Source: an optimization exercise on an open RTL-to-GDS flow (aim: small area and a short achievable clock period). Production flows keep margins and buffers that such runs may drop.
In this exercise RTL edits were held to simulation tests only and were not proved equivalent to the original.
Power is estimated from default activity; no workload was simulated.

## design/flow/config.mk

```make
export PLATFORM = sky130hd
export DESIGN_NAME = slc3_mem_responder
export DESIGN_NICKNAME = slc3_mem_responder
export VERILOG_FILES = /design/flow/design.v
export SDC_FILE = /design/flow/constraint.sdc
export NUM_CORES = 4
export LEC_CHECK = 0
export CAP_MARGIN = 20
export CORE_MARGIN = 2
export CORE_UTILIZATION = 45
export CTS_CLUSTER_DIAMETER = 60
export CTS_CLUSTER_SIZE = 25
export PLACE_DENSITY = 0.6
export SETUP_SLACK_MARGIN = 2.6
export SLEW_MARGIN = 20
```

## design/flow/constraint.sdc

```tcl
create_clock -name core_clock -period 5.0 [get_ports {Clk}]
set_input_delay 1.0000 -clock core_clock [delete_from_list [all_inputs] [get_ports {Clk}]]
set_output_delay 1.0000 -clock core_clock [all_outputs]
set_load 0.01 [all_outputs]
```

## design/flow/design.v

```verilog
package slc3_pkg;
    typedef logic [15:0] word_t;
    localparam word_t IO_ADDR_DEFAULT = 16'hFFFF;
endpackage
module slc3_sram_array
#(
    parameter int unsigned Depth = 256
) (
    input  logic                 clk_i,
    input  logic                 ins_i,
    input  logic [7:0]           ins_hi_i,
    input  logic [7:0]           ins_lo_i,
    input  logic [15:0]          ins_data_i,
    input  logic [Depth/4-1:0]   rd_sel1_i,
    input  logic [Depth/4-1:0]   rd_sel3_i,
    output logic [15:0]          rd_data_o
);
    localparam int unsigned NR = Depth / 4;
    logic [NR*16-1:0] s0_q, s1_q, s2_q, s3_q;
    for (genvar r = 0; r < NR; r++) begin : g_ring
        logic ins_r;
        assign ins_r = ins_i && ins_hi_i[r / 8] && ins_lo_i[r % 8];
        always_ff @(posedge clk_i) begin
            s0_q[r*16 +: 16] <= ~(ins_r ? ins_data_i : s3_q[r*16 +: 16]);
            s1_q[r*16 +: 16] <= s0_q[r*16 +: 16];
            s2_q[r*16 +: 16] <= s1_q[r*16 +: 16];
            s3_q[r*16 +: 16] <= s2_q[r*16 +: 16];
        end
    end
    always_comb begin
        rd_data_o = '0;
        for (int r = 0; r < NR; r++) begin
            rd_data_o = rd_data_o | ({16{rd_sel1_i[r]}} & s1_q[r*16 +: 16])
                                  | ({16{rd_sel3_i[r]}} & s3_q[r*16 +: 16]);
        end
    end
endmodule
module slc3_mem_responder
#(
    parameter int unsigned DEPTH   = 256,
    parameter logic [15:0] IO_ADDR = slc3_pkg::IO_ADDR_DEFAULT
) (
    input  logic        Clk,
    input  logic        Reset,
    input  logic [15:0] MAR,
    input  logic [15:0] MDR,
    input  logic        MEM_OE,
    input  logic        MEM_WE,
    input  logic [15:0] SW,
    output logic [15:0] MDR_in,
    output logic        R,
    output logic [15:0] HEX_OUT,
    output logic        ERR
);
    localparam int unsigned NR = DEPTH / 4;
    logic        idle_q, w1_q, w2_q, done_q, hold_q;
    logic        req, accept;
    logic [2:0]  phase_q;
    logic [3:0]  hit1_tab_q, h_tab_q, pol_tab_q;
    logic        h_d;
    logic [NR-1:0] sel1_q, sel3_q;
    logic [7:0]  addr_q;
    logic        hit1_q, pol_q, byp_q;
    logic        ram_q, io_q, we_q;
    logic [15:0] wdata_q;
    logic        pw_v_q, pw_ins_q;
    logic [7:0]  pw_addr_q, pw_hi_q, pw_lo_q;
    logic [2:0]  pw_pos_q;
    logic [15:0] pw_data_q;
    logic        commit, pw_v_d;
    logic [2:0]  pw_pos_d;
    logic [15:0] hex_q, mdr_q, mdr_new;
    logic        err_q, mdr_keep;
    logic [15:0] rd_data;
    assign req    = MEM_OE || MEM_WE;
    assign accept = idle_q && req;
    always_ff @(posedge Clk) begin
        if (Reset) begin
            idle_q <= 1'b1;
            w1_q   <= 1'b0;
            w2_q   <= 1'b0;
            done_q <= 1'b0;
            hold_q <= 1'b0;
        end else begin
            idle_q <= (idle_q || hold_q) && !req;
            w1_q   <= accept;
            w2_q   <= w1_q;
            done_q <= w2_q;
            hold_q <= done_q || (hold_q && req);
        end
    end
    always_ff @(posedge Clk) begin
        phase_q <= phase_q + 3'd1;
        for (int k = 0; k < 4; k++) begin
            logic [2:0] p, ph;
            p  = 3'(k) + phase_q + 3'd2;
            ph = p[0] ? p : p + 3'd1;
            hit1_tab_q[k] <= p[0];
            h_tab_q[k]    <= ph[1];
            pol_tab_q[k]  <= ph[2];
        end
    end
    assign h_d = h_tab_q[MAR[1:0]];
    always_ff @(posedge Clk) begin
        if (Reset) begin
            sel1_q <= '0;
            sel3_q <= '0;
        end else if (idle_q) begin
            for (int r = 0; r < NR; r++) begin
                sel1_q[r] <= (MAR[7:2] == 6'(r)) && !h_d;
                sel3_q[r] <= (MAR[7:2] == 6'(r)) && h_d;
            end
        end
    end
    always_ff @(posedge Clk) begin
        if (idle_q) begin
            addr_q  <= MAR[7:0];
            hit1_q  <= hit1_tab_q[MAR[1:0]];
            pol_q   <= pol_tab_q[MAR[1:0]];
            byp_q   <= pw_v_q && (pw_addr_q == MAR[7:0]);
            ram_q   <= (MAR[15:8] == 8'h00);
            io_q    <= (MAR == IO_ADDR);
            we_q    <= MEM_WE;
            wdata_q <= MDR;
        end
    end
    always_ff @(posedge Clk) begin
        if (Reset) begin
            err_q <= 1'b0;
            hex_q <= '0;
        end else begin
            if (accept && MEM_OE && MEM_WE) err_q <= 1'b1;
            if (w2_q && we_q && io_q) hex_q <= wdata_q;
        end
    end
    assign commit   = w2_q && we_q && ram_q && !Reset;
    assign pw_v_d   = commit || (pw_v_q && !pw_ins_q);
    assign pw_pos_d = commit ? {1'b0, addr_q[1:0]} + phase_q + 3'd1 : pw_pos_q + 3'd1;
    always_ff @(posedge Clk) begin
        pw_v_q   <= pw_v_d;
        pw_pos_q <= pw_pos_d;
        pw_ins_q <= pw_v_d && (pw_pos_d[1:0] == 2'd3);
        if (commit) begin
            pw_addr_q <= addr_q;
            pw_hi_q   <= 8'b1 << addr_q[7:5];
            pw_lo_q   <= 8'b1 << addr_q[4:2];
            pw_data_q <= wdata_q;
        end
    end
    assign mdr_new  = ram_q ? (byp_q ? pw_data_q : rd_data ^ {16{pol_q}})
                            : (io_q ? SW : 16'h0000);
    assign mdr_keep = w2_q && hit1_q && ram_q;
    always_ff @(posedge Clk) begin
        if (Reset)          mdr_q <= '0;
        else if (!mdr_keep) mdr_q <= mdr_new;
    end
    slc3_sram_array #(
        .Depth (DEPTH)
    ) u_sram (
        .clk_i      (Clk),
        .ins_i      (pw_ins_q),
        .ins_hi_i   (pw_hi_q),
        .ins_lo_i   (pw_lo_q),
        .ins_data_i (pw_data_q ^ {16{pw_pos_q[2]}}),
        .rd_sel1_i  (sel1_q),
        .rd_sel3_i  (sel3_q),
        .rd_data_o  (rd_data)
    );
    assign MDR_in  = mdr_q;
    assign R       = done_q;
    assign HEX_OUT = hex_q;
    assign ERR     = err_q;
endmodule
```

## design/flow/run.sh

```bash
#!/bin/bash
# synth_recipe.tcl (not shown) runs the flow's synth.tcl, then flattens the netlist and writes it again
# the make line also repeats each setting of config.mk as NAME=value (left out here)
make -C /OpenROAD-flow-scripts/flow DESIGN_CONFIG=/design/flow/config.mk WORK_HOME=/design/flow/orfs CLKGATE_MAP_FILE= SYNTH_SCRIPT=/design/flow/synth_recipe.tcl finish
```

==> summary.txt, run 1 <==
Timing
  – Min Tclk post-route: 2.83 ns
  – Setup WS post-layout: around 2.2 ns
  – Final period util: 56.6%
  – Final Skew: 0.0541 ns
  – Fmax: 0.353 GHz
  – Post-route setup TNS: 0 ns
  – Hold slack: about 0.3 ns
  – Relative slew slack: 14.1%
  – Final setup fails: 0
  – Worst Max-Slew Pin Slew: 1.29 ns
  – RSZ-0062 raised after global routing: true
  – Final slew viol count: 0
  – Final hold violation count: 0

Finish
  – Design area: 129000 µm²
  – Area Overhead vs Synth: 13.8%
  – Share of cells above drive strength 1: 12.6%
  – Layout Nets: 9071

Global routing
  – Vias in the first global route: 66.6k
  – GRT overflow: 0
  – Largest net degree at the start of global routing: 133
  – Initial antenna violation count: 38
  – GR Util All Layers: 36.5%
  – First-pass GRT wire length: around 630000 µm

Power and ir drop
  – Cell-internal power: roughly 54 mW
  – Power share of the combinational group: 6.5%
  – Cell Pwr Density: 564 nW/µm²
  – Register share of total power: between 60% and 70%
  – Net Sw Frac: 26.5%
  – Clock power frac: 29.3%
  – Pleak: 50.5 nW
  – NetSw: 19.3 mW
  – Worst vdd ir: 0.676 mV

Worst hold path
  – Worst hold path type: reg2reg
  – Hold path cells: 0

Floorplanning
  – I/O pins: between 80 and 90
  – Die area: around 260000 µm²
  – Std cell rows: 184
  – Core Area: 251000 µm²
  – Die width: 507 µm
  – Initial core utilization: 45.2%
  – Die Y-Extent: between 500 and 600 µm

Critical path
  – R2R depth: 10
  – Data arrival, critical path: approximately 3.6 ns
  – Largest stage delay on the critical path: 0.48 ns
  – Worst path depth: 10
  – WS Path Type: reg2reg
  – WP data required: roughly 5.8 ns
  – CP delay by family, top: simple AND/OR/NAND/NOR gates
  – Critical-path top delay cell: nand4_1
  – CP endpoint kind: flip-flop
  – Crit start category: flip-flop
  – Register-to-Register Setup Slack: 2.17 ns
  – Most used cell along the critical path: buf_4
  – Worst path cell trace: buf_12, buf_4, a22o_4, a221oi_4, nand4_1, nor4_4, buf_4, nand3_4, mux2i_1, a21oi_1
  – WP buf/inv: 3
  – Max FO, Critical Path: 6

Yosys
  – Commonest cells post-synth: 4278 x dfxtp_1, 1201 x a21oi_1, 1183 x nor2_1
  – Cells taking the most area after synthesis: dfxtp_1 75%, a21oi_1 5.3%, nor2_1 3.9%
  – Area leader, netlist: dfxtp_1
  – Synth unique cells: 46
  – Average size of a mapped cell: around 13 µm²
  – Post-synthesis cell count: between 9k and 10k
  – Mapped cell area: 114000 µm²
  – Most numerous cell in the Yosys netlist: dfxtp_1
  – Ys flop type: dfxtp_1
  – FF+latch count, synth: 4348
  – Number of synthesized flops with an enable pin: 70
  – Syn Nets: 9092
  – Synth warn: 2
  – Post-synth ARST share: 0%
  – Sequential fraction of the synthesis area: 77.2%
  – Synth top area share: around 75%

Place
  – Routability congestion estimate: 1.07
  – Hpwl dp: 354000 µm
  – Dpl ws: 1.27 ns
  – Placed cell areas: 118000 µm²
  – PortBufs: 85

Route
  – Final ANT Viol Nets: 0
  – Post-DR wirelength/cell: 38.5 µm
  – Drt first pass iters: 6
  – DR DRC count: 0
  – DRT iter0 DRCs: ~11k
  – Drt via density: 5.85
  – Routed via count: between 70k and 80k
  – WL final: between 400000 and 500000 µm

Status
  – Status: finished clean

Clock tree
  – CTS Buf Count: 222
  – Root buffer cell: clkbuf_16
  – Clock Path Buffers: 3
  – Clk Latency, worst-skew pair: 0.92 ns
  – CTS tree: yes
  – CTS sink count: 4348
  – Clk slew on worst S/H paths: 0.10 ns
  – H-Tree Depth: 4

Flow run
  – # Max-Cap Violations: 0
power by group through the flow:
stage,logic (mW),registers [mW],clock network (mW)
floorplan,1.75,45.4,0
global placement,4.59,47.0,0
detailed placement,4.60,47.3,0
CTS,4.66,46.7,21.5
global route,4.67,47.3,22.8
finish,4.74,46.8,21.4
per-layer routing:
metal  track usage (%)  wire length (µm)  up-vias
met2              53.1            200000     4326
met3              7.43             45200      979
li1                  -                 -    31100
met5                 0                71        -
met1              49.3            196000    36700
met4              24.5             40600       14
stage by stage:
| stage | power (mW) | utilization [%] | std cells |
|---|---|---|---|
| after floorplan | 47.2 | - | 9032 |
| after global placement | 51.6 | 47.0 | 12100 |
| after detailed placement | 51.9 | 47.1 | 12100 |
| after CTS | 72.9 | 51.3 | 12500 |
| after global routing | 74.8 | 51.5 | 12500 |
| final | 73.0 | 51.5 | 12500 |
cells by family (layout without fill, tap and decap cells):
logic type,count (synthesis),count (layout),synth area share (%)
other,0,18,0
buffers and inverters,633,745,2.41
xor gates and xnor gates,33,33,0.314
AOI/OAI and AO/OA,2247,2247,13.0
adders and majority gates,8,8,0.0947
and+or+nand+nor,1743,1743,6.74
muxes,20,20,0.199
DFF,4348,4348,77.2
path summary, 6_finish.rpt:
path / startpoint / endpoint
min reg2reg: u_sram.s2_q[132] / u_sram.s3_q[132]
max: sel1_q[30] / mdr_q[6]
max reg2reg: sel1_q[30] / mdr_q[6]
min: u_sram.s2_q[132] / u_sram.s3_q[132]
final cells by class:
class / count / area, µm²
repair inverters: 2 / 15.0
repair buffers: 376 / 3510
flip-flops and latches: 4348 / 87900
well taps: 3348 / 4190
clock inverters: 98 / 1560
diodes: 18 / 45.0
clock buffers: 259 / 5900
inverters: 10 / 41.3
fillers: 21200 / 122000
multi-input cells: 4051 / 26100
state kept, by name, summed over array words and instances (netlist names), 4 cells and up:
| name | flops |
|---|---|
| mdr_q | 16 |
| addr_q | 8 |
| pw_data_q | 16 |
| sel3_q | 64 |
| hex_q | 16 |
| pw_lo_q | 8 |
| u_sram.s2_q | 1024 |
| u_sram.s1_q | 1024 |
| u_sram.s3_q | 1024 |
| pw_addr_q | 8 |
| pw_hi_q | 8 |
| wdata_q | 16 |
| u_sram.s0_q | 1024 |
| sel1_q | 64 |
| pol_tab_q | 4 |
cell usage in the layout (no fill, tap or decap), types with 12 or more instances in the layout:
master,Yosys,final
dfxtp_1,4278,4191
a21oi_1,1201,1199
nor2_1,1183,1175
a22o_1,352,340
a22oi_1,320,269
buf_4,10,240
clkbuf_16,0,225
a221oi_1,359,165
a221oi_2,9,153
nand4_1,148,148
nor2b_1,134,133
nand2_1,106,91
edfxtp_1,70,70
dfxtp_2,0,62
buf_6,31,54
a22oi_2,0,51
a221oi_4,0,50
clkdlybuf4s50_1,0,47
nand3_1,51,29
dfxtp_4,0,25
buf_12,0,25
diode_2,0,18
clkbuf_1,402,18
nor4_4,0,16
or3_1,16,16
clkbuf_8,0,16
mux2i_1,17,15
nand3_2,0,15
inv_6,0,15
clkinv_8,0,15
bufinv_16,0,15
inv_8,0,15
clkinvlp_4,0,14
nor4_2,0,14
nand2_2,0,13
xnor2_1,20,13
nor3_1,24,12
timing repair:
| item | CTS | global route |
|---|---|---|
| resized for setup | 652 | 68 |
| pin swaps | 84 | 27 |
| cloned | 2 | 1 |
| setup buffers | 32 | 14 |
| hold buffers | 0 | 0 |
| setup endpoints to repair | 467 | 189 |
==> run 2, diff against run 1 <==
--- a/design/flow/design.v
+++ b/design/flow/design.v
@@ -22,5 +22,5 @@
         assign ins_r = ins_i && ins_hi_i[r / 8] && ins_lo_i[r % 8];
         always_ff @(posedge clk_i) begin
-            s0_q[r*16 +: 16] <= ~(ins_r ? ins_data_i : s3_q[r*16 +: 16]);
+            s0_q[r*16 +: 16] <= ({16{ins_r}} & ins_data_i) | ({16{!ins_r}} & s3_q[r*16 +: 16]);
             s1_q[r*16 +: 16] <= s0_q[r*16 +: 16];
             s2_q[r*16 +: 16] <= s1_q[r*16 +: 16];
@@ -56,20 +56,20 @@
     logic        idle_q, w1_q, w2_q, done_q, hold_q;
     logic        req, accept;
-    logic [2:0]  phase_q;
-    logic [3:0]  hit1_tab_q, h_tab_q, pol_tab_q;
-    logic        h_d;
+    logic [1:0]  phase_q;
+    logic [3:0]  hit1_tab_q, h_tab_q;
+    logic        h_d, rd_ram_d, byp_d;
     logic [NR-1:0] sel1_q, sel3_q;
     logic [7:0]  addr_q;
-    logic        hit1_q, pol_q, byp_q;
+    logic        hit1_q, byp_q;
     logic        ram_q, io_q, we_q;
     logic [15:0] wdata_q;
     logic        pw_v_q, pw_ins_q;
     logic [7:0]  pw_addr_q, pw_hi_q, pw_lo_q;
-    logic [2:0]  pw_pos_q;
+    logic [1:0]  pw_pos_q;
     logic [15:0] pw_data_q;
     logic        commit, pw_v_d;
-    logic [2:0]  pw_pos_d;
-    logic [15:0] hex_q, mdr_q, mdr_new;
-    logic        err_q, mdr_keep;
+    logic [1:0]  pw_pos_d;
+    logic [15:0] hex_q, mdr_q;
+    logic        err_q, take_pw, take_sw, keep;
     logic [15:0] rd_data;
     assign req    = MEM_OE || MEM_WE;
@@ -91,23 +91,23 @@
     end
     always_ff @(posedge Clk) begin
-        phase_q <= phase_q + 3'd1;
+        phase_q <= phase_q + 2'd1;
         for (int k = 0; k < 4; k++) begin
-            logic [2:0] p, ph;
-            p  = 3'(k) + phase_q + 3'd2;
-            ph = p[0] ? p : p + 3'd1;
+            logic [1:0] p;
+            p = 2'(k) + phase_q + 2'd2;
             hit1_tab_q[k] <= p[0];
-            h_tab_q[k]    <= ph[1];
-            pol_tab_q[k]  <= ph[2];
+            h_tab_q[k]    <= p[1];
         end
     end
-    assign h_d = h_tab_q[MAR[1:0]];
+    assign h_d      = h_tab_q[MAR[1:0]];
+    assign byp_d    = pw_v_q && (pw_addr_q == MAR[7:0]);
+    assign rd_ram_d = !MEM_WE && (MAR[15:8] == 8'h00) && !byp_d;
     always_ff @(posedge Clk) begin
-        if (Reset) begin
+        if (Reset || (w1_q && hit1_q)) begin
             sel1_q <= '0;
             sel3_q <= '0;
         end else if (idle_q) begin
             for (int r = 0; r < NR; r++) begin
-                sel1_q[r] <= (MAR[7:2] == 6'(r)) && !h_d;
-                sel3_q[r] <= (MAR[7:2] == 6'(r)) && h_d;
+                sel1_q[r] <= rd_ram_d && (MAR[7:2] == 6'(r)) && !h_d;
+                sel3_q[r] <= rd_ram_d && (MAR[7:2] == 6'(r)) && h_d;
             end
         end
@@ -117,6 +117,5 @@
             addr_q  <= MAR[7:0];
             hit1_q  <= hit1_tab_q[MAR[1:0]];
-            pol_q   <= pol_tab_q[MAR[1:0]];
-            byp_q   <= pw_v_q && (pw_addr_q == MAR[7:0]);
+            byp_q   <= byp_d;
             ram_q   <= (MAR[15:8] == 8'h00);
             io_q    <= (MAR == IO_ADDR);
@@ -136,9 +135,9 @@
     assign commit   = w2_q && we_q && ram_q && !Reset;
     assign pw_v_d   = commit || (pw_v_q && !pw_ins_q);
-    assign pw_pos_d = commit ? {1'b0, addr_q[1:0]} + phase_q + 3'd1 : pw_pos_q + 3'd1;
+    assign pw_pos_d = commit ? addr_q[1:0] + phase_q + 2'd1 : pw_pos_q + 2'd1;
     always_ff @(posedge Clk) begin
         pw_v_q   <= pw_v_d;
         pw_pos_q <= pw_pos_d;
-        pw_ins_q <= pw_v_d && (pw_pos_d[1:0] == 2'd3);
+        pw_ins_q <= pw_v_d && (pw_pos_d == 2'd3);
         if (commit) begin
             pw_addr_q <= addr_q;
@@ -148,10 +147,10 @@
         end
     end
-    assign mdr_new  = ram_q ? (byp_q ? pw_data_q : rd_data ^ {16{pol_q}})
-                            : (io_q ? SW : 16'h0000);
-    assign mdr_keep = w2_q && hit1_q && ram_q;
+    assign take_pw = w2_q && byp_q && ram_q;
+    assign take_sw = w2_q && io_q;
+    assign keep    = w2_q && hit1_q;
     always_ff @(posedge Clk) begin
-        if (Reset)          mdr_q <= '0;
-        else if (!mdr_keep) mdr_q <= mdr_new;
+        mdr_q <= rd_data | ({16{take_pw}} & pw_data_q) | ({16{take_sw}} & SW)
+                         | ({16{keep}} & mdr_q);
     end
     slc3_sram_array #(
@@ -162,5 +161,5 @@
         .ins_hi_i   (pw_hi_q),
         .ins_lo_i   (pw_lo_q),
-        .ins_data_i (pw_data_q ^ {16{pw_pos_q[2]}}),
+        .ins_data_i (pw_data_q),
         .rd_sel1_i  (sel1_q),
         .rd_sel3_i  (sel3_q),
==> summary.txt, run 2 <==
Clock tree
  – Cts hold-fix bufs: 0 (unchanged)
  – CTS sink count: 4341 (-0.16%)
  – CTS Buf Count: 208 (-6.3%)
  – H-Tree Depth: 4 (unchanged)
  – Clk slew on worst S/H paths: 0.09 ns (about the same)
  – CTS tree: yes
  – Clock Path Buffers: 3 (unchanged)
  – Clk Latency, worst-skew pair: 0.92 ns (about the same)
  – Root buffer cell: clkbuf_16

Timing
  – Post-route setup TNS: 0 ns (unchanged)
  – Final hold violation count: 0 (unchanged)
  – Worst Max-Slew Pin Slew: 1.15 ns (-0.134 ns)
  – Final setup fails: 0 (unchanged)
  – Min Tclk post-route: 2.54 ns (-0.293 ns)
  – Final Skew: 0.0561 ns (+0.00205 ns)
  – RSZ-0062 raised after global routing: true
  – Fmax: 0.394 GHz (+12%)
  – Final period util: 50.7% (-5.9 points)
  – Relative slew slack: 23.1% (+9.0 points)
  – Final slew viol count: 0 (unchanged)
  – Setup WS post-layout: 2.46 ns (+0.293 ns)

Power and ir drop
  – Pleak: 51.0 nW (+1.0%)
  – PnR Total Power: 62.3 mW (-15%)
  – Worst vdd ir: 0.358 mV (-47%)
  – Cell Pwr Density: 496 nW/µm² (-12%)

Floorplanning
  – Die Y-Extent: 507 µm (+0.14%)
  – I/O pins: 86 (unchanged)
  – Die area: 257000 µm² (+0.28%)
  – Die width: 507 µm (+0.14%)
  – Initial core utilization: 45.3% (about the same)
  – Std cell rows: 184 (unchanged)
  – Core Area: 252000 µm² (+0.18%)

Finish
  – Fillers: 21.2k (-0.12%)
  – Final std cells w/o fill: 11.1k (-11%)
  – Area Overhead vs Synth: 10.3%
  – Register area: 88000 µm² (+0.11%)
  – Commonest non-fill, non-tap cell in the layout: dfxtp_1
  – Final Util: 49.9% (-1.5 points)
  – Share of cells above drive strength 1: 23.5% (+11 points)
  – Multi-input combinational cell area: 25000 µm² (-4.3%)
  – Most frequent cells in the layout: 4109 x dfxtp_1, 1025 x mux2_2, 352 x a22o_1, 339 x a221oi_1, 288 x a22oi_1
  – Layout Nets: 7659 (-16%)

Critical path
  – Critical R2R Launch: sel3_q[24]
  – WS Path Type: reg2reg
  – WP data required: 5.74 ns (-0.05 ns)
  – FF-to-FF End: mdr_q[0]
  – Largest stage delay on the critical path: 0.65 ns (+0.17 ns)
  – Data arrival, critical path: 3.28 ns (-0.34 ns)
  – Register-to-Register Setup Slack: 2.46 ns (+0.29 ns)
  – Worst path cell trace: buf_4, a221oi_2, nand4_1, nor4_1, nand3_1
  – Critical-path top delay cell: dfxtp_2
  – R2R depth: 5 (-5)
  – Crit start category: flip-flop
  – CP endpoint kind: flip-flop
  – Max FO, Critical Path: 10 (+4)

Place
  – Number of placed cells counting well taps: 10.7k (-11%)
  – Routability congestion estimate: 0.924 (-14%)
  – PortBufs: 85 (unchanged)
  – Hpwl dp: 273000 µm (-23%)
  – Dpl ws: 1.44 ns (+0.166 ns)

Global routing
  – Vias in the first global route: 64.6k (-3.0%)
  – Largest net degree at the start of global routing: 129 (-3.0%)
  – First-pass GRT wire length: 630000 µm (+0.70%)
  – GRT overflow: 0 (unchanged)
  – Initial antenna violation count: 107 (+180%)
  – GR Util All Layers: 37.2% (+0.66 points)

Yosys
  – Synth top area share: 75.0% (-0.32 points)
  – Mapped cell area: 114000 µm² (+0.28%)
  – Cells taking the most area after synthesis: dfxtp_1 75%, mux2_2 10%, a221oi_1 2.7%
  – Syn Nets: 7710 (-15%)
  – Sequential fraction of the synthesis area: 76.9% (-0.35 points)
  – Number of synthesized flops with an enable pin: 69 (-1.4%)
  – FF+latch count, synth: 4341 (-0.16%)
  – Ys flop type: dfxtp_1
  – Post-synthesis cell count: 7657 (-15%)
  – Average size of a mapped cell: 14.9 µm² (+18%)
  – Area leader, netlist: dfxtp_1
  – Post-synth ARST share: 0% (unchanged)
  – Synth warn: 2 (unchanged)
  – Synth unique cells: 47 (+2.2%)
  – Most numerous cell in the Yosys netlist: dfxtp_1
  – Commonest cells post-synth: 4272 x dfxtp_1, 1025 x mux2_2, 410 x clkbuf_1

Status
  – Status: finished clean

Worst hold path
  – Worst hold path type: reg2reg
  – HP Start: u_sram.s0_q[130]
  – Hold path endpoint: u_sram.s1_q[130]
  – Hold path cells: 0 (unchanged)

Route
  – Drt via density: 6.51 (+11%)
  – Final ANT Viol Nets: 0 (unchanged)
  – DR DRC count: 0 (unchanged)
  – Routed via count: 72.4k (-1.1%)
  – WL final: 494000 µm (+2.4%)
  – Drt first pass iters: 9 (+3)
  – Post-DR wirelength/cell: 44.4 µm (+15%)
  – DRT iter0 DRCs: 13.4k (+22%)

Flow run
  – # Max-Cap Violations: 0 (unchanged)
## run 2: changes by cell type after synthesis, sizes merged, moves of 20 or more
cell    delta
a21oi   -1182
nor2    -1181
mux2    +1024
nand2    +190
buf      -137
nor2b    -130
o21ai    +126
a222oi    +32
a22oi     -32
nor3      -20
xnor2     -20
## run 2: cell type report
type | count | area share (%)
repair inverters | 1 | 0.00597
clock buffers | 245 | 4.52
well taps | 3348 | 3.33
repair buffers | 225 | 1.55
clock inverters | 60 | 0.509
multi-input cells | 2822 | 19.9
flip-flops and latches | 4341 | 70.0
inverters | 7 | 0.0239
diodes | 75 | 0.149
## run 2: metrics by stage
| step | hold slack (ns) | area, µm² |
|---|---|---|
| 2_1_floorplan | 0.310 | 114000 |
| 3_3_place_gp | 0.309 | 119000 |
| 3_5_place_dp | 0.312 | 119000 |
| 4_1_cts | 0.311 | 125000 |
| 5_1_grt | 0.308 | 126000 |
| 6_report | 0.296 | 126000 |
## run 2: cells by family (layout without fill, tap and decap cells)
kind of cell,after synthesis,after routing,synth area share [%]
compound gates,1178,1178,8.41
simple gates,601,604,2.69
buf+inv,497,538,1.78
mux,1027,1027,10.2
flops,4341,4341,76.9
xor+xnor,12,12,0.0922
other cells,0,75,0
fa+ha+maj,1,1,0.0110
## run 2: worst max-delay path: cells and delay by family, from the launching register on
kind / cells / cell delay, ns
buffers and inverters: 1 / 0.45
AND/OR/NAND/NOR: 3 / 0.68
AO/OA/AOI/OAI: 1 / 0.55
flip-flops: 1 / 0.65
## run 2: worst max path at each step
stage	startpoint	end	slack (ns)	cells after the start
floorplan	MAR[12]	sel3_q[34]	2.61	6
global placement	MAR[12]	sel1_q[63]	1.47	6
detailed placement	MAR[3]	sel1_q[63]	1.44	5
CTS	pw_ins_q	u_sram.s0_q[101]	2.43	3
global route	mdr_q[11]	MDR_in[11]	2.52	1
finish	sel3_q[24]	mdr_q[0]	2.46	5
## run 2: timing repair
item | CTS | global route
pin swaps | 1 | 4
resized for setup | 249 | 38
setup buffers | 3 | 7
setup endpoints to repair | 755 | 209
endpoints found under the hold margin | 0 | 0
gates cloned | 4 | 0
## run 2: per-layer routing
layer	share of wire (%)	track usage, %
met5	0.13	0.759
met4	8.2	26.2
met3	14	13.5
met2	40	51.1
met1	37	48.2
## run 2: power breakdown
part	total (mW)	switching [mW]	internal [mW]
Clock	19.7	11.2	8.44
Sequential	41.7	1.66	40.1
Combinational	0.967	0.529	0.438
==> run 3, diff against run 2 <==
--- a/design/flow/config.mk
+++ b/design/flow/config.mk
@@ -9,5 +9,5 @@
 export CORE_MARGIN = 2
 export CORE_UTILIZATION = 45
-export CTS_CLUSTER_DIAMETER = 60
+export CTS_CLUSTER_DIAMETER = 100
 export CTS_CLUSTER_SIZE = 25
 export PLACE_DENSITY = 0.6
==> summary.txt, run 3 <==
Status
  – Status: finished clean

Critical path
  – WP buf/inv: 1 (unchanged)
  – CP delay by family, top: simple AND/OR/NAND/NOR gates
  – FF-to-FF End: mdr_q[2]
  – Crit start category: flip-flop
  – Register-to-Register Setup Slack: 2.47 ns (about the same)
  – CP endpoint kind: flip-flop
  – WP data required: 5.77 ns (+0.03 ns)
  – Data arrival, critical path: 3.30 ns (+0.02 ns)
  – R2R depth: 6 (+1)
  – WS Path Type: reg2reg
  – Max FO, Critical Path: 9 (-1)
  – Largest stage delay on the critical path: 0.61 ns (-0.04 ns)
  – Critical-path top delay cell: dfxtp_2
  – Worst path cell trace: buf_6, a22o_1, a221oi_1, nand4_1, nor4_4, nand3_1
  – Critical R2R Launch: sel1_q[39]

Timing
  – Relative slew slack: 21.5% (-1.6 points)
  – Min Tclk post-route: 2.53 ns (-0.00351 ns)
  – Hold slack: 0.309 ns (+0.0132 ns)
  – Final Skew: 0.0432 ns (-0.0129 ns)
  – Final setup fails: 0 (unchanged)
  – Final slew viol count: 0 (unchanged)
  – RSZ-0062 raised after global routing: true
  – Final period util: 50.7% (-0.070 points)
  – Post-route setup TNS: 0 ns (unchanged)
  – Fmax: 0.395 GHz (+0.14%)
  – Final hold violation count: 0 (unchanged)
  – Setup WS post-layout: 2.47 ns (+0.00351 ns)
  – Worst Max-Slew Pin Slew: 1.18 ns (+0.0235 ns)

Global routing
  – Vias in the first global route: 64.2k (-0.57%)
  – Initial antenna violation count: 107 (unchanged)
  – Largest net degree at the start of global routing: 129 (unchanged)
  – First-pass GRT wire length: 628000 µm (-0.21%)
  – GRT overflow: 0 (unchanged)
  – GR Util All Layers: 37.1% (-0.057 points)

Finish
  – Design area: 124000 µm² (-0.98%)
  – Layout Nets: 7641 (-0.24%)
  – Area Overhead vs Synth: 9.21%
  – Commonest non-fill, non-tap cell in the layout: dfxtp_1
  – Most frequent cells in the layout: 4109 x dfxtp_1, 1025 x mux2_2, 352 x a22o_1, 340 x a221oi_1, 288 x a22oi_1
  – Final std cells w/o fill: 11.0k (-0.70%)
  – Share of cells above drive strength 1: 22.6% (-0.93 points)
  – Final Util: 49.5% (-0.49 points)

Worst hold path
  – HP Start: u_sram.s0_q[130]
  – Worst hold path type: reg2reg
  – Hold path cells: 0 (unchanged)
  – Hold path endpoint: u_sram.s1_q[130]

Clock tree
  – Clock Path Buffers: 3 (unchanged)
  – CTS Buf Count: 191 (-8.2%)
  – Clk Latency, worst-skew pair: 0.92 ns (about the same)
  – CTS sink count: 4341 (unchanged)
  – H-Tree Depth: 4 (unchanged)
  – Root buffer cell: clkbuf_16
  – CTS tree: yes
  – Clk slew on worst S/H paths: 0.10 ns (about the same)

Power and ir drop
  – Pleak: 50.3 nW (-1.2%)
  – Cell-internal power: 47.6 mW (-2.7%)
  – PnR Total Power: 60.4 mW (-3.1%)
  – Register share of total power: 69.1% (+2.2 points)
  – Clock power frac: 29.3% (-2.2 points)
  – Power share of the combinational group: 1.6% (about the same)
  – Cell Pwr Density: 485 nW/µm² (-2.2%)
  – Worst vdd ir: 0.359 mV (+0.31%)
  – NetSw: 12.8 mW (-4.7%)
  – Net Sw Frac: 21.2% (-0.36 points)

Place
  – Hpwl dp: 273000 µm (unchanged)
  – PortBufs: 85 (unchanged)
  – Number of placed cells counting well taps: 10.7k (unchanged)
  – Placed cell areas: 119000 µm² (unchanged)
  – Dpl ws: 1.44 ns (unchanged)
  – Routability congestion estimate: 0.924 (unchanged)

Route
  – Post-DR wirelength/cell: 44.7 µm (+0.75%)
  – DR DRC count: 0 (unchanged)
  – WL final: 494000 µm (about the same)
  – Drt first pass iters: 9 (unchanged)
  – Routed via count: 72.5k (+0.10%)
  – DRT iter0 DRCs: 14.2k (+5.5%)
  – Final ANT Viol Nets: 0 (unchanged)
  – Drt via density: 6.56 (+0.81%)

Yosys
  – Post-synth ARST share: 0% (unchanged)
  – Synth top area share: 75.0% (unchanged)
  – Synth warn: 2 (unchanged)
  – Mapped cell area: 114000 µm² (unchanged)
  – Ys flop type: dfxtp_1
  – Average size of a mapped cell: 14.9 µm² (unchanged)
  – Most numerous cell in the Yosys netlist: dfxtp_1
  – Commonest cells post-synth: 4272 x dfxtp_1, 1025 x mux2_2, 410 x clkbuf_1
  – Syn Nets: 7710 (unchanged)
  – Cells taking the most area after synthesis: dfxtp_1 75%, mux2_2 10%, a221oi_1 2.7%
  – Number of synthesized flops with an enable pin: 69 (unchanged)
  – Synth unique cells: 47 (unchanged)
  – Sequential fraction of the synthesis area: 76.9% (unchanged)
  – Area leader, netlist: dfxtp_1
  – Post-synthesis cell count: 7657 (unchanged)
  – FF+latch count, synth: 4341 (unchanged)

Floorplanning
  – Die width: 507 µm (unchanged)
  – Die Y-Extent: 507 µm (unchanged)
  – Die area: 257000 µm² (unchanged)
  – Std cell rows: 184 (unchanged)
  – I/O pins: 86 (unchanged)
  – Initial core utilization: 45.3% (unchanged)
  – Core Area: 252000 µm² (unchanged)

Flow run
  – # Max-Cap Violations: 0 (unchanged)
==> run 3: power groups by stage <==
stage	sequential [mW]	clock [mW]	combinational [mW]
2_1_floorplan	41.7	0	0.540
6_report	41.7	17.7	0.969
5_1_grt	42.1	18.8	0.973
3_5_place_dp	42.4	0	0.918
4_1_cts	41.6	17.5	0.928
3_3_place_gp	42.1	0	0.894
==> run 3: worst max-delay path by stage <==
stage	start	endpoint	slack, ns	cells after the start
after floorplan	MAR[12]	sel3_q[34]	2.61	6
after global placement	MAR[12]	sel1_q[63]	1.47	6
after detailed placement	MAR[3]	sel1_q[63]	1.44	5
after CTS	mdr_q[11]	MDR_in[11]	2.45	1
after global routing	mdr_q[11]	MDR_in[11]	2.52	1
final	sel1_q[39]	mdr_q[2]	2.47	6
==> run 3: cells by family after synthesis <==
| group | count (synthesis) | share of synthesized area [%] |
|---|---|---|
| DFF | 4341 | 76.9 |
| AOI/OAI and AO/OA | 1178 | 8.41 |
| and+or+nand+nor | 601 | 2.69 |
| xor gates and xnor gates | 12 | 0.0922 |
| adders and majority gates | 1 | 0.0110 |
| buffers and inverters | 497 | 1.78 |
| muxes | 1027 | 10.2 |
==> run 3: metal layers <==
metal  global-route usage, %  wire length (µm)
met1                    48.4            182000
met2                    51.0            201000
met3                    13.1             71900
met4                    26.4             38900
met5                   0.500               294
==> run 3: layout make-up <==
type / instances / area, µm²
clock inverter: 5 / 72.6
timing repair buffer: 224 / 1980
fill: 21300 / 127000
inverter: 7 / 30.0
timing repair inverter: 1 / 7.51
clock buffer: 209 / 4980
antenna: 89 / 223
tap: 3348 / 4190
sequential: 4341 / 88000
multi-input combinational: 2822 / 25000
==> run 3: repair_timing <==
action	CTS	global route
gates resized for setup	254	34
hold endpoints to repair	0	0
setup buffers	5	4
hold buffers	0	0
pin swaps	1	2
gates cloned	4	0
endpoints found under the setup margin	762	255
==> run 4, diff against run 3 <==
==> design/flow/flow/run.sh (new file) <==
#!/bin/bash
set -euo pipefail
export CTS_ARGS="-sink_clustering_enable -repair_clock_nets -sink_clustering_size 25 -sink_clustering_max_diameter 60 -dont_use_dummy_load"
export BUFFER_PORTS_ARGS="-buffer_cell sky130_fd_sc_hd__buf_4"
bash standard.sh > flow_make.log 2>&1
==> design/flow/standard.sh (new file) <==
#!/bin/bash
# synth_recipe.tcl (not shown) runs the flow's synth.tcl, then flattens the netlist and writes it again
# the make line also repeats each setting of config.mk as NAME=value (left out here)
make -C /OpenROAD-flow-scripts/flow DESIGN_CONFIG=/design/flow/config.mk WORK_HOME=/design/flow/orfs CLKGATE_MAP_FILE= SYNTH_SCRIPT=/design/flow/synth_recipe.tcl "${@:-finish}"
--- a/design/flow/config.mk
+++ b/design/flow/config.mk
@@ -9,5 +9,5 @@
 export CORE_MARGIN = 2
 export CORE_UTILIZATION = 45
-export CTS_CLUSTER_DIAMETER = 100
+export CTS_CLUSTER_DIAMETER = 60
 export CTS_CLUSTER_SIZE = 25
 export PLACE_DENSITY = 0.6
removed: design/flow/run.sh
==> summary.txt, run 4 <==
Clock tree
  – Cts hold-fix bufs: 0 (unchanged)
  – Root buffer cell: clkbuf_16
  – CTS tree: yes
  – Clk slew on worst S/H paths: 0.09 ns (about the same)
  – Clk Latency, worst-skew pair: 0.92 ns (about the same)
  – # Post-CTS Setup Buffers: 0 (-5)
  – Clock Path Buffers: 3 (unchanged)
  – CTS Buf Count: 206 (+7.9%)
  – H-Tree Depth: 4 (unchanged)
  – CTS sink count: 4341 (unchanged)

Yosys
  – Post-synthesis cell count: 7657 (unchanged)
  – Mapped cell area: 114000 µm² (unchanged)
  – Post-synth ARST share: 0% (unchanged)
  – Commonest cells post-synth: 4272 x dfxtp_1, 1025 x mux2_2, 410 x clkbuf_1
  – Cells taking the most area after synthesis: dfxtp_1 75%, mux2_2 10%, a221oi_1 2.7%
  – Synth top area share: 75.0% (unchanged)
  – Synth warn: 2 (unchanged)
  – Area leader, netlist: dfxtp_1
  – Syn Nets: 7710 (unchanged)
  – FF+latch count, synth: 4341 (unchanged)
  – Average size of a mapped cell: 14.9 µm² (unchanged)
  – Ys flop type: dfxtp_1
  – Number of synthesized flops with an enable pin: 69 (unchanged)
  – Sequential fraction of the synthesis area: 76.9% (unchanged)
  – Synth unique cells: 47 (unchanged)
  – Most numerous cell in the Yosys netlist: dfxtp_1

Timing
  – Relative slew slack: 14.8% (-6.7 points)
  – Min Tclk post-route: 2.59 ns (+0.0580 ns)
  – Worst Max-Slew Pin Slew: 1.27 ns (+0.0976 ns)
  – Fmax: 0.386 GHz (-2.2%)
  – RSZ-0062 raised after global routing: true
  – Post-route setup TNS: 0 ns (unchanged)
  – Final slew viol count: 0 (unchanged)
  – Final hold violation count: 0 (unchanged)
  – Final setup fails: 0 (unchanged)
  – Final Skew: 0.0870 ns (+0.0438 ns)
  – Final period util: 51.8% (+1.2 points)

Power and ir drop
  – PnR Total Power: 60.6 mW (+0.40%)
  – Worst vdd ir: 0.333 mV (-7.2%)
  – Register share of total power: 68.8% (-0.3 points)
  – Net Sw Frac: 21.1% (-0.052 points)
  – Cell Pwr Density: 488 nW/µm² (+0.56%)
  – Clock power frac: 29.6% (+0.3 points)
  – Power share of the combinational group: 1.6% (about the same)
  – Pleak: 50.4 nW (about the same)
  – NetSw: 12.8 mW (+0.15%)
  – Cell-internal power: 47.8 mW (+0.46%)

Floorplanning
  – Initial core utilization: 45.3% (unchanged)
  – Core Area: 252000 µm² (unchanged)
  – Die Y-Extent: 507 µm (unchanged)
  – Die width: 507 µm (unchanged)
  – Die area: 257000 µm² (unchanged)
  – I/O pins: 86 (unchanged)
  – Std cell rows: 184 (unchanged)

Route
  – Final ANT Viol Nets: 0 (unchanged)
  – Drt first pass iters: 6 (-3)
  – DR DRC count: 0 (unchanged)
  – WL final: 495000 µm (+0.19%)
  – Routed via count: 72.0k (-0.68%)
  – DRT iter0 DRCs: 13.3k (-6.1%)
  – Drt via density: 6.53 (-0.51%)
  – Post-DR wirelength/cell: 44.9 µm (+0.36%)

Status
  – Status: finished clean

Critical path
  – CP endpoint kind: flip-flop
  – WP data required: 5.73 ns (-0.04 ns)
  – Data arrival, critical path: 3.32 ns (+0.02 ns)
  – Max FO, Critical Path: 11 (+2)
  – Crit start category: flip-flop
  – WS Path Type: reg2reg

Place
  – Hpwl dp: 279000 µm (+2.1%)
  – PortBufs: 85 (unchanged)
  – Number of placed cells counting well taps: 10.7k (+0.17%)
  – Routability congestion estimate: 0.919 (-0.62%)

Flow run
  – # Max-Cap Violations: 0 (unchanged)

Global routing
  – Largest net degree at the start of global routing: 129 (unchanged)
  – GR Util All Layers: 37.3% (+0.13 points)
  – Initial antenna violation count: 85 (-21%)
  – GRT overflow: 0 (unchanged)
  – First-pass GRT wire length: 630000 µm (+0.35%)
  – Vias in the first global route: 64.3k (+0.18%)

Finish
  – Share of cells above drive strength 1: 23.0% (+0.50 points)
  – Layout Nets: 7661 (+0.26%)
  – Fillers: 21.2k (-0.55%)
  – Most frequent cells in the layout: 4124 x dfxtp_1, 1025 x mux2_2, 352 x a22o_1, 340 x a221oi_1, 288 x a22oi_1
  – Final std cells w/o fill: 11.0k (-0.17%)
  – Area Overhead vs Synth: 9.04%
  – Commonest non-fill, non-tap cell in the layout: dfxtp_1

Worst hold path
  – Worst hold path type: in2reg
==> run 4: cell counts after synthesis <==
Identical to the previous run, type by type.
==> run 4: metrics by stage <==
stage	area (µm²)	hold slack [ns]	utilization, %	setup slack (ns)
floorplan	114000	0.310	-	2.61
global placement	119000	0.310	47.1	1.86
detailed placement	119000	0.312	47.1	1.86
CTS	124000	0.243	49.3	2.34
global route	124000	0.268	49.3	2.52
finish	124000	0.274	49.4	2.41
==> run 4: cell type report <==
type,count,area [µm²],area share (%)
Sequential cell,4341,87900,70.8
Inverter,7,30.0,0.0242
Tap cell,3348,4190,3.37
Clock buffer,206,5150,4.15
Antenna cell,73,183,0.147
Multi-Input combinational cell,2819,24900,20.1
Timing Repair Buffer,233,1830,1.47
==> run 4: worst paths after layout <==
path | start | endpoint | slack [ns] | cells past startpoint
worst max-delay path | sel3_q[62] | mdr_q[4] | 2.41 | 6
worst min register to register | u_sram.s2_q[530] | u_sram.s3_q[530] | 0.28 | 0
worst min-delay path | MDR[10] | wdata_q[10] | 0.27 | 1
worst max register to register | sel3_q[62] | mdr_q[4] | 2.41 | 6
==> run 4: routing by layer <==
layer | global-route usage (%) | wire length, µm | vias up
met1 | 48.7 | 185000 | 36400
met3 | 12.7 | 69800 | 1690
li1 | - | - | 27000
met5 | 0 | 398 | -
met2 | 51.8 | 200000 | 6781
met4 | 25.5 | 38900 | 20
==> run 4: logic make-up (layout without fill, tap and decap cells) <==
group,Yosys count,in the layout,synth area share (%)
adders and majority gates,1,1,0.0110
and+or+nand+nor,601,601,2.69
xor gates and xnor gates,12,12,0.0922
DFF,4341,4341,76.9
other,0,73,0
muxes,1027,1027,10.2
buffers and inverters,497,446,1.78
AOI/OAI and AO/OA,1178,1178,8.41
==> run 4: repair_timing <==
item                                    4_1_cts  5_1_grt
gates resized for setup                      72       29
cloned                                        0        0
endpoints found under the setup margin      204      236
==> run 4: power by group through the flow <==
| stage | logic (mW) | registers (mW) | clock network [mW] |
|---|---|---|---|
| after floorplan | 0.540 | 41.7 | 0 |
| after global placement | 0.890 | 42.1 | 0 |
| after detailed placement | 0.909 | 42.4 | 0 |
| after CTS | 0.918 | 41.6 | 17.7 |
| after global routing | 0.965 | 42.1 | 19.0 |
| final | 0.959 | 41.7 | 17.9 |
==> run 4: worst max-delay path, stage by stage (launching register included) <==
cell,delay [ns]
dfxtp_2,0.62
buf_4,0.40
a22o_1,0.25
a221oi_1,0.40
nand4_1,0.16
nor4_1,0.40
nand3_1,0.18
==> run 5, diff against run 4 <==
--- a/design/flow/design.v
+++ b/design/flow/design.v
@@ -70,5 +70,5 @@
     logic        commit, pw_v_d;
     logic [1:0]  pw_pos_d;
-    logic [15:0] hex_q, mdr_q;
+    logic [15:0] hex_q, mdr_q, mdr_d, out_q;
     logic        err_q, take_pw, take_sw, keep;
     logic [15:0] rd_data;
@@ -150,7 +150,10 @@
     assign take_sw = w2_q && io_q;
     assign keep    = w2_q && hit1_q;
+    assign mdr_d   = rd_data | ({16{take_pw}} & pw_data_q) | ({16{take_sw}} & SW)
+                             | ({16{keep}} & mdr_q);
     always_ff @(posedge Clk) begin
-        mdr_q <= rd_data | ({16{take_pw}} & pw_data_q) | ({16{take_sw}} & SW)
-                         | ({16{keep}} & mdr_q);
+        mdr_q <= mdr_d;
+        if (Reset)               out_q <= '0;
+        else if (w2_q && !we_q)  out_q <= mdr_d;
     end
     slc3_sram_array #(
@@ -166,5 +169,5 @@
         .rd_data_o  (rd_data)
     );
-    assign MDR_in  = mdr_q;
+    assign MDR_in  = out_q;
     assign R       = done_q;
     assign HEX_OUT = hex_q;
==> design/flow/run.sh (new file) <==
#!/bin/bash
# synth_recipe.tcl (not shown) runs the flow's synth.tcl, then flattens the netlist and writes it again
# the make line also repeats each setting of config.mk as NAME=value (left out here)
make -C /OpenROAD-flow-scripts/flow DESIGN_CONFIG=/design/flow/config.mk WORK_HOME=/design/flow/orfs CLKGATE_MAP_FILE= SYNTH_SCRIPT=/design/flow/synth_recipe.tcl finish
removed: design/flow/flow/run.sh
removed: design/flow/standard.sh
==> summary.txt, run 5 <==
Status
  – Status: finished clean

Place
  – Dpl ws: 1.39 ns (-0.474 ns)
  – Hpwl dp: 292000 µm (+4.7%)
  – Routability congestion estimate: 0.942 (+2.6%)
  – PortBufs: 85 (unchanged)
  – Number of placed cells counting well taps: 11.0k (+2.3%)

Finish
  – Register area: 88400 µm² (+0.52%)
  – Area Overhead vs Synth: 14.3%
  – Final Util: 51.8% (+2.4 points)
  – Commonest non-fill, non-tap cell in the layout: dfxtp_1
  – Final std cells w/o fill: 11.6k (+5.1%)
  – Fillers: 21.0k (-0.84%)
  – Multi-input combinational cell area: 27000 µm² (+8.4%)
  – Most frequent cells in the layout: 4125 x dfxtp_1, 1025 x mux2_2, 399 x a22o_1, 267 x a221oi_1, 232 x buf_4
  – Layout Nets: 8126 (+6.1%)
  – Share of cells above drive strength 1: 27.1% (+4.1 points)

Critical path
  – Critical R2R Launch: pw_lo_q[1]
  – Crit. Startpoint: pw_lo_q[1]
  – WP data required: 5.79 ns (+0.06 ns)
  – CP endpoint kind: flip-flop
  – Data arrival, critical path: 3.33 ns (about the same)
  – WS Path Type: reg2reg
  – Register-to-Register Setup Slack: 2.46 ns (+0.05 ns)
  – Crit start category: flip-flop
  – FF-to-FF End: u_sram.s0_q[28]
  – R2R depth: 2 (-4)
  – Max FO, Critical Path: 16 (+5)

Route
  – Final ANT Viol Nets: 0 (unchanged)
  – WL final: 507000 µm (+2.4%)
  – Post-DR wirelength/cell: 43.7 µm (-2.5%)
  – Drt first pass iters: 8 (+2)
  – Drt via density: 6.33 (-3.0%)
  – DRT iter0 DRCs: 12.3k (-7.5%)
  – Routed via count: 73.3k (+1.9%)
  – DR DRC count: 0 (unchanged)

Floorplanning
  – I/O pins: 86 (unchanged)
  – Die area: 260000 µm² (+1.2%)
  – Std cell rows: 185 (+0.54%)
  – Core Area: 254000 µm² (+1.1%)
  – Die width: 510 µm (+0.60%)
  – Initial core utilization: 45.3% (+0.051 points)
  – Die Y-Extent: 510 µm (+0.60%)

Clock tree
  – H-Tree Depth: 4 (unchanged)
  – CTS sink count: 4357 (+0.37%)
  – Clk Latency, worst-skew pair: 0.93 ns (about the same)
  – Clock Path Buffers: 3 (unchanged)
  – Cts hold-fix bufs: 0 (unchanged)
  – CTS tree: yes
  – CTS Buf Count: 208 (+0.97%)
  – Root buffer cell: clkbuf_16
  – Clk slew on worst S/H paths: 0.10 ns (about the same)

Timing
  – Final setup fails: 0 (unchanged)
  – RSZ-0062 raised after global routing: true
  – Post-route setup TNS: 0 ns (unchanged)
  – Fmax: 0.394 GHz (+2.1%)
  – Final period util: 50.8% (-1.1 points)
  – Relative slew slack: 22.3% (+7.4 points)
  – Final hold violation count: 0 (unchanged)
  – Final slew viol count: 0 (unchanged)
  – Worst Max-Slew Pin Slew: 1.17 ns (-0.109 ns)
  – Min Tclk post-route: 2.54 ns (-0.0528 ns)
  – Setup WS post-layout: 2.46 ns (+0.0528 ns)
  – Final Skew: 0.0434 ns (-0.0436 ns)

Global routing
  – Largest net degree at the start of global routing: 132 (+2.3%)
  – Vias in the first global route: 67.1k (+4.3%)
  – GRT overflow: 0 (unchanged)
  – Initial antenna violation count: 65 (-24%)
  – First-pass GRT wire length: 648000 µm (+2.8%)
  – GR Util All Layers: 37.9% (+0.62 points)

Worst hold path
  – HP Start: u_sram.s0_q[984]
  – Worst hold path type: reg2reg
  – Hold path cells: 0 (-1)
  – Hold path endpoint: u_sram.s1_q[984]

Flow run
  – # Max-Cap Violations: 0 (unchanged)

Yosys
  – Ys flop type: dfxtp_1
  – Mapped cell area: 115000 µm² (+1.2%)
  – Syn Nets: 7927 (+2.8%)
  – Area leader, netlist: dfxtp_1
  – Most numerous cell in the Yosys netlist: dfxtp_1
  – Commonest cells post-synth: 4288 x dfxtp_1, 1025 x mux2_2, 410 x clkbuf_1
  – Sequential fraction of the synthesis area: 76.2% (-0.64 points)
  – Synth warn: 2 (unchanged)
  – Average size of a mapped cell: 14.6 µm² (-1.6%)
  – FF+latch count, synth: 4357 (+0.37%)
  – Post-synth ARST share: 0% (unchanged)
  – Number of synthesized flops with an enable pin: 69 (unchanged)
  – Post-synthesis cell count: 7874 (+2.8%)
  – Synth top area share: 74.4% (-0.62 points)
  – Synth unique cells: 44 (-6.4%)
  – Cells taking the most area after synthesis: dfxtp_1 74%, mux2_2 10%, a22o_1 3.1%

Power and ir drop
  – Worst vdd ir: 0.313 mV (-6.0%)
  – Cell Pwr Density: 473 nW/µm² (-3.1%)
  – Pleak: 54.0 nW (+7.1%)
-- run 5: metal layers --
metal | vias up | wire length (µm) | GRT usage (%)
met4 | 30 | 44900 | 28.4
li1 | 28200 | - | -
met5 | - | 512 | 0.859
met3 | 1804 | 68500 | 13.5
met1 | 37000 | 188000 | 47.9
met2 | 6236 | 205000 | 52.9
-- run 5: metrics by stage --
stage               hold WS (ns)  instance area [µm²]  power, mW
detailed placement         0.312               120000       43.3
finish                     0.309               132000       62.3
CTS                        0.312               130000       62.0
global route               0.314               132000       63.8
global placement           0.310               120000       43.1
floorplan                  0.310               115000       42.2
-- run 5: power by group --
group          switching, mW  internal, mW
registers               1.67          40.0
clock network           11.3          8.33
logic                  0.562         0.438
total                   13.5          48.8
-- run 5: final cells by class --
cell class	count	area share, %
Tap cell	3366	3.19
Clock buffer	243	4.25
Clock inverter	57	0.494
Multi-Input combinational cell	2987	20.5
Timing Repair Buffer	498	4.34
Sequential cell	4357	67.1
Inverter	21	0.0626
Antenna cell	55	0.104
-- run 5: worst max-delay path, cell delays in order, from the launching register on --
cell	delay, ns
edfxtp_1	0.95
nand2_4	0.82
mux2_2	0.55
-- run 5: how the worst max path moves through the flow --
| stage | endpoint | slack (ns) | depth (start not counted) |
|---|---|---|---|
| global route | MDR_in[11] | 2.50 | 1 |
| detailed placement | sel1_q[33] | 1.39 | 8 |
| CTS | MDR_in[5] | 2.37 | 1 |
| floorplan | sel3_q[16] | 2.46 | 7 |
| global placement | sel1_q[45] | 1.44 | 8 |
| finish | u_sram.s0_q[28] | 2.46 | 2 |
-- run 5: cell families after synthesis --
logic type,share of synthesized area [%]
AOI/OAI and AO/OA,8.44
and+or+nand+nor,3.35
buffers and inverters,1.84
muxes,10.0
DFF,76.2
xor gates and xnor gates,0.0911
adders and majority gates,0.0108
-- run 5: timing repair --
item,CTS,global route
gates resized for setup,599,159
buffers inserted,193,44
pin swaps,11,28
setup endpoints to repair,696,328
==> run 6, diff against run 5 <==
==> design/flow/design.v (replaced) <==
package slc3_pkg;
    typedef logic [15:0] word_t;
    localparam word_t IO_ADDR_DEFAULT = 16'hFFFF;
endpackage
module slc3_sram_array
#(
    parameter int unsigned Depth = 256
) (
    input  logic                     clk_i,
    input  logic [$clog2(Depth)-1:0] addr_i,
    input  logic                     we_i,
    input  logic [15:0]              wdata_i,
    input  logic [$clog2(Depth)-3:0] rd_addr_i,
    input  logic                     rd_load_i,
    input  logic [1:0]               rd_quarter_i,
    output logic [15:0]              rdata_o
);
    localparam int unsigned QW = Depth / 4;
    logic [15:0] mem_q [Depth];
    logic [15:0] quarter_q [4];
    always_ff @(posedge clk_i) begin
        if (we_i) begin
            mem_q[addr_i] <= wdata_i;
        end
    end
    always_ff @(posedge clk_i) begin
        if (rd_load_i) begin
            for (int q = 0; q < 4; q++) begin
                quarter_q[q] <= mem_q[q * QW + int'(rd_addr_i)];
            end
        end
    end
    assign rdata_o = quarter_q[rd_quarter_i];
endmodule
module slc3_mem_responder
#(
    parameter int unsigned DEPTH   = 256,
    parameter logic [15:0] IO_ADDR = slc3_pkg::IO_ADDR_DEFAULT
) (
    input  logic        Clk,
    input  logic        Reset,
    input  logic [15:0] MAR,
    input  logic [15:0] MDR,
    input  logic        MEM_OE,
    input  logic        MEM_WE,
    input  logic [15:0] SW,
    output logic [15:0] MDR_in,
    output logic        R,
    output logic [15:0] HEX_OUT,
    output logic        ERR
);
    logic        idle_q, w1_q, w2_q, done_q, hold_q;
    logic        req, accept;
    logic [7:0]  addr_q;
    logic        ram_q, io_q, we_q;
    logic [15:0] wdata_q;
    logic [15:0] hex_q, out_q, ram_rdata;
    logic        err_q;
    assign req    = MEM_OE || MEM_WE;
    assign accept = idle_q && req;
    always_ff @(posedge Clk) begin
        if (Reset) begin
            idle_q <= 1'b1;
            w1_q   <= 1'b0;
            w2_q   <= 1'b0;
            done_q <= 1'b0;
            hold_q <= 1'b0;
        end else begin
            idle_q <= (idle_q || hold_q) && !req;
            w1_q   <= accept;
            w2_q   <= w1_q;
            done_q <= w2_q;
            hold_q <= done_q || (hold_q && req);
        end
    end
    always_ff @(posedge Clk) begin
        if (idle_q) begin
            addr_q  <= MAR[7:0];
            ram_q   <= (MAR[15:8] == 8'h00);
            io_q    <= (MAR == IO_ADDR);
            we_q    <= MEM_WE;
            wdata_q <= MDR;
        end
    end
    always_ff @(posedge Clk) begin
        if (Reset) begin
            err_q <= 1'b0;
            hex_q <= '0;
        end else begin
            if (accept && MEM_OE && MEM_WE) err_q <= 1'b1;
            if (w2_q && we_q && io_q) hex_q <= wdata_q;
        end
    end
    always_ff @(posedge Clk) begin
        if (Reset) begin
            out_q <= '0;
        end else if (w2_q && !we_q) begin
            out_q <= ram_q ? ram_rdata : (io_q ? SW : 16'h0000);
        end
    end
    slc3_sram_array #(
        .Depth (DEPTH)
    ) u_sram (
        .clk_i        (Clk),
        .addr_i       (addr_q),
        .we_i         (w2_q && we_q && ram_q && !Reset),
        .wdata_i      (wdata_q),
        .rd_addr_i    (addr_q[5:0]),
        .rd_load_i    (w1_q),
        .rd_quarter_i (addr_q[7:6]),
        .rdata_o      (ram_rdata)
    );
    assign MDR_in  = out_q;
    assign R       = done_q;
    assign HEX_OUT = hex_q;
    assign ERR     = err_q;
endmodule
==> summary.txt, run 6 <==
Clock tree
  – Cts hold-fix bufs: 0 (unchanged)
  – CTS sink count: 4225 (-3.0%)
  – Clock Path Buffers: 4 (+1)
  – Clk slew on worst S/H paths: 0.08 ns (-0.02 ns)
  – CTS Buf Count: 284 (+37%)
  – H-Tree Depth: 5 (+1)
  – Clk Latency, worst-skew pair: 0.96 ns (+0.03 ns)
  – Root buffer cell: clkbuf_16
  – CTS tree: yes

Timing
  – Worst Max-Slew Pin Slew: 1.25 ns (+0.0865 ns)
  – Final hold violation count: 0 (unchanged)
  – Min Tclk post-route: 3.04 ns (+0.500 ns)
  – Final Skew: 0.0524 ns (+0.00901 ns)
  – RSZ-0062 raised after global routing: true
  – Fmax: 0.329 GHz (-16%)
  – Relative slew slack: 16.5% (-5.8 points)
  – Final setup fails: 0 (unchanged)
  – Post-route setup TNS: 0 ns (unchanged)
  – Final period util: 60.8% (+10 points)
  – Final slew viol count: 0 (unchanged)

Floorplanning
  – Core Area: 352000 µm² (+39%)
  – Initial core utilization: 45.2% (-0.17 points)
  – I/O pins: 86 (unchanged)
  – Die area: 359000 µm² (+38%)
  – Std cell rows: 218 (+18%)
  – Die Y-Extent: 599 µm (+17%)
  – Die width: 599 µm (+17%)

Worst hold path
  – Hold path cells: 2 (+2)
  – HP Start: hex_q[0]
  – Worst hold path type: reg2reg
  – Hold path endpoint: hex_q[0]

Route
  – Final ANT Viol Nets: 0 (unchanged)
  – Top routing layer used: met5
  – DRT iter0 DRCs: 11.5k (-6.8%)
  – WL final: 455000 µm (-10%)
  – Drt via density: 6.23 (-1.6%)
  – Drt first pass iters: 6 (-2)
  – Met1 Wirelength: 176000 µm (-6.1%)
  – DR DRC count: 0 (unchanged)
  – Routed via count: 80.1k (+9.3%)
  – Post-DR wirelength/cell: 35.4 µm (-19%)
  – WL met2: 220000 µm (+7.2%)
  – Met3 WL: 40700 µm (-41%)

Critical path
  – WP data required: 5.67 ns (-0.12 ns)
  – WS Path Type: reg2reg
  – Critical R2R Launch: addr_q[0]
  – Worst path cell trace: buf_8, buf_12, buf_16, buf_16, buf_12, buf_16, mux4_2, a22oi_2, a21oi_4, or4_1
  – R2R depth: 10 (+8)
  – Most used cell along the critical path: buf_16
  – WP buf/inv: 6 (+6)
  – Data arrival, critical path: 3.71 ns (+0.38 ns)
  – Critical-path top delay cell: or4_1
  – Crit start category: flip-flop
  – Largest stage delay on the critical path: 0.55 ns (-0.40 ns)
  – Register-to-Register Setup Slack: 1.96 ns (-0.50 ns)
  – CP endpoint kind: flip-flop
  – FF-to-FF End: u_sram.quarter_q[2][13]
  – Max FO, Critical Path: 5 (-11)
  – CP delay by family, top: buffers and inverters

Place
  – Routability congestion estimate: 0.865 (-8.2%)
  – Placed cell areas: 168000 µm² (+40%)
  – PortBufs: 85 (unchanged)
  – Hpwl dp: 232000 µm (-21%)
  – Number of placed cells counting well taps: 11.5k (+4.6%)

Yosys
  – Synth top area share: 79.0% (+4.6 points)
  – Post-synth ARST share: 0% (unchanged)
  – FF+latch count, synth: 4225 (-3.0%)
  – Number of synthesized flops with an enable pin: 4187 (+6000%)
  – Commonest cells post-synth: 4187 x edfxtp_1, 1040 x mux4_2, 527 x a22oi_1
  – Most numerous cell in the Yosys netlist: edfxtp_1
  – Area leader, netlist: edfxtp_1
  – Average size of a mapped cell: 22.9 µm² (+56%)
  – Syn Nets: 7009 (-12%)
  – Mapped cell area: 159000 µm² (+38%)
  – Synth warn: 3 (+1)
  – Cells taking the most area after synthesis: edfxtp_1 79%, mux4_2 15%, a22oi_1 2.5%
  – Synth unique cells: 29 (-34%)
  – Post-synthesis cell count: 6957 (-12%)
  – Sequential fraction of the synthesis area: 79.5% (+3.2 points)
  – Ys flop type: edfxtp_1

Finish
  – Multi-input combinational cell area: 35600 µm² (+32%)
  – Most frequent cells in the layout: 4187 x edfxtp_1, 1040 x mux4_2, 371 x buf_12, 339 x clkbuf_16, 300 x buf_4
  – Biggest register: u_sram.mem_q
  – Biggest regs: u_sram.mem_q x4096, u_sram.quarter_q x64
  – Fillers: 25.6k (+22%)
  – Share of cells above drive strength 1: 41.2% (+14 points)
  – Register area: 127000 µm² (+43%)
  – Layout Nets: 7959 (-2.1%)
  – Max reg flops: 4096
  – Area Overhead vs Synth: 22.8%
  – Design area: 195000 µm² (+48%)
  – Final std cells w/o fill: 12.9k (+11%)
  – Commonest non-fill, non-tap cell in the layout: edfxtp_1

Power and ir drop
  – PnR Total Power: 70.3 mW (+13%)
  – Pleak: 60.0 nW (+11%)
  – Cell Pwr Density: 360 nW/µm² (-24%)
  – Worst vdd ir: 0.361 mV (+15%)

Global routing
  – GRT overflow: 0 (unchanged)
  – Vias in the first global route: 78.5k (+17%)
  – Initial antenna violation count: 25 (-62%)
  – Largest net degree at the start of global routing: 206 (+56%)
  – First-pass GRT wire length: 620000 µm (-4.4%)
  – GR Util All Layers: 24.7% (-13 points)

Flow run
  – # Max-Cap Violations: 0 (unchanged)

Status
  – Status: finished clean
-- run 6: final cells by class --
| cell class | instances | share of cell area (%) |
|---|---|---|
| antenna | 5 | 0.00640 |
| clock buffer | 303 | 3.75 |
| clock inverter | 211 | 1.44 |
| inverter | 1 | 0.00192 |
| multi-input combinational | 2310 | 18.2 |
| sequential | 4225 | 64.7 |
| tap | 4730 | 3.03 |
| timing repair buffer | 1085 | 8.83 |
-- run 6: repair_timing --
item	in CTS	in global routing
gates resized for setup	734	386
setup buffers	585	130
cloned	84	50
pin swaps	325	182
setup endpoints to repair	4195	3223
-- run 6: how the worst max path moves through the flow --
stage	from	cells past startpoint	slack [ns]	endpoint
final	addr_q[0]	10	1.96	u_sram.quarter_q[2][13]
after global routing	addr_q[0]	11	1.92	u_sram.quarter_q[3][2]
after CTS	addr_q[3]	8	1.94	u_sram.quarter_q[1][10]
after global placement	Reset	6	1.01	u_sram.mem_q[36][10]
after floorplan	wdata_q[0]	0	0.94	u_sram.mem_q[0][0]
after detailed placement	Reset	6	1.03	u_sram.mem_q[168][11]
-- run 6: power by group --
part	switching, mW	internal, mW	leakage, nW
registers	0.160	39.1	38.0
clock network	13.3	12.6	4.89
logic	3.11	2.05	17.1
-- run 6: cells by family (layout without fill, tap and decap cells) --
kind of cell	count (synthesis)	after routing	share of synthesized area (%)
and+or+nand+nor	446	450	1.27
AOI/OAI and AO/OA	820	820	3.43
muxes	1040	1040	14.7
other	0	5	0
buffers and inverters	426	1600	1.12
DFF	4225	4225	79.5
-- run 6: stage by stage --
step           hold slack (ns)  setup slack [ns]  utilization (%)
6_report                 0.466              1.96             55.5
3_5_place_dp             0.450              1.03             47.8
3_3_place_gp             0.457              1.01             47.8
4_1_cts                  0.466              1.94             54.2
2_1_floorplan            0.442             0.937                -
5_1_grt                  0.488              1.92             55.5
-- run 6: metal layers --
metal,GRT usage (%),vias up
met3,4.26,613
li1,-,31800
met2,39.5,4099
met5,0,-
met4,8.57,2
met1,34.6,43600
-- run 6: tightest hold or removal path: stages, from the launching register on --
cell,delay (ns)
dfxtp_2,0.33
nand2_1,0.05
a21oi_1,0.05

==> separate check: timing with driven ports <==
The flow's constraints put no driver on any port. The routed layouts listed below were extracted and timed again, unchanged, in two steps.
Step 1: set_driving_cell puts a clkbuf_16 on Clk and a buf_2 on each other input, an assumption about the parent block.
Step 2 adds t to the input delays and takes it off the output delays; t is the mean of the earliest and latest rising clock arrival at the registers after step 1. Input paths then give back, and output paths get back, about the clock's delay inside the block.
a / b / c = ideal / step 1 / step 2; a / b = the first two.
| run | t, ns | setup WS [ns] | hold WS [ns] | worst setup path after step 2 | clock arrival spread, ns |
|---|---|---|---|---|---|
| run 1 | 1.000 | 2.170 / 2.170 / 1.500 | 0.301 / 0.301 / 0.301 | input to register | 0.057 / 0.057 |
| run 2 | 0.986 | 2.463 / 2.442 / 1.761 | 0.296 / 0.296 / 0.296 | input to register | 0.062 / 0.061 |
| run 3 | 0.991 | 2.466 / 2.428 / 1.734 | 0.309 / 0.309 / 0.309 | input to register | 0.051 / 0.052 |
| run 4 | 0.979 | 2.408 / 2.408 / 1.846 | 0.274 / 0.206 / 0.281 | input to register | 0.088 / 0.087 |
| run 5 | 1.017 | 2.461 / 2.395 / 1.719 | 0.309 / 0.309 / 0.309 | input to register | 0.053 / 0.052 |
| run 6 | 1.034 | 1.961 / 1.961 / 1.729 | 0.466 / 0.466 / 0.466 | input to register | 0.057 / 0.057 |
After both steps every run listed still meets setup and hold. The setup slack of run 5, which loses most, moves by -0.066 ns with the drivers and by -0.742 ns with both steps.
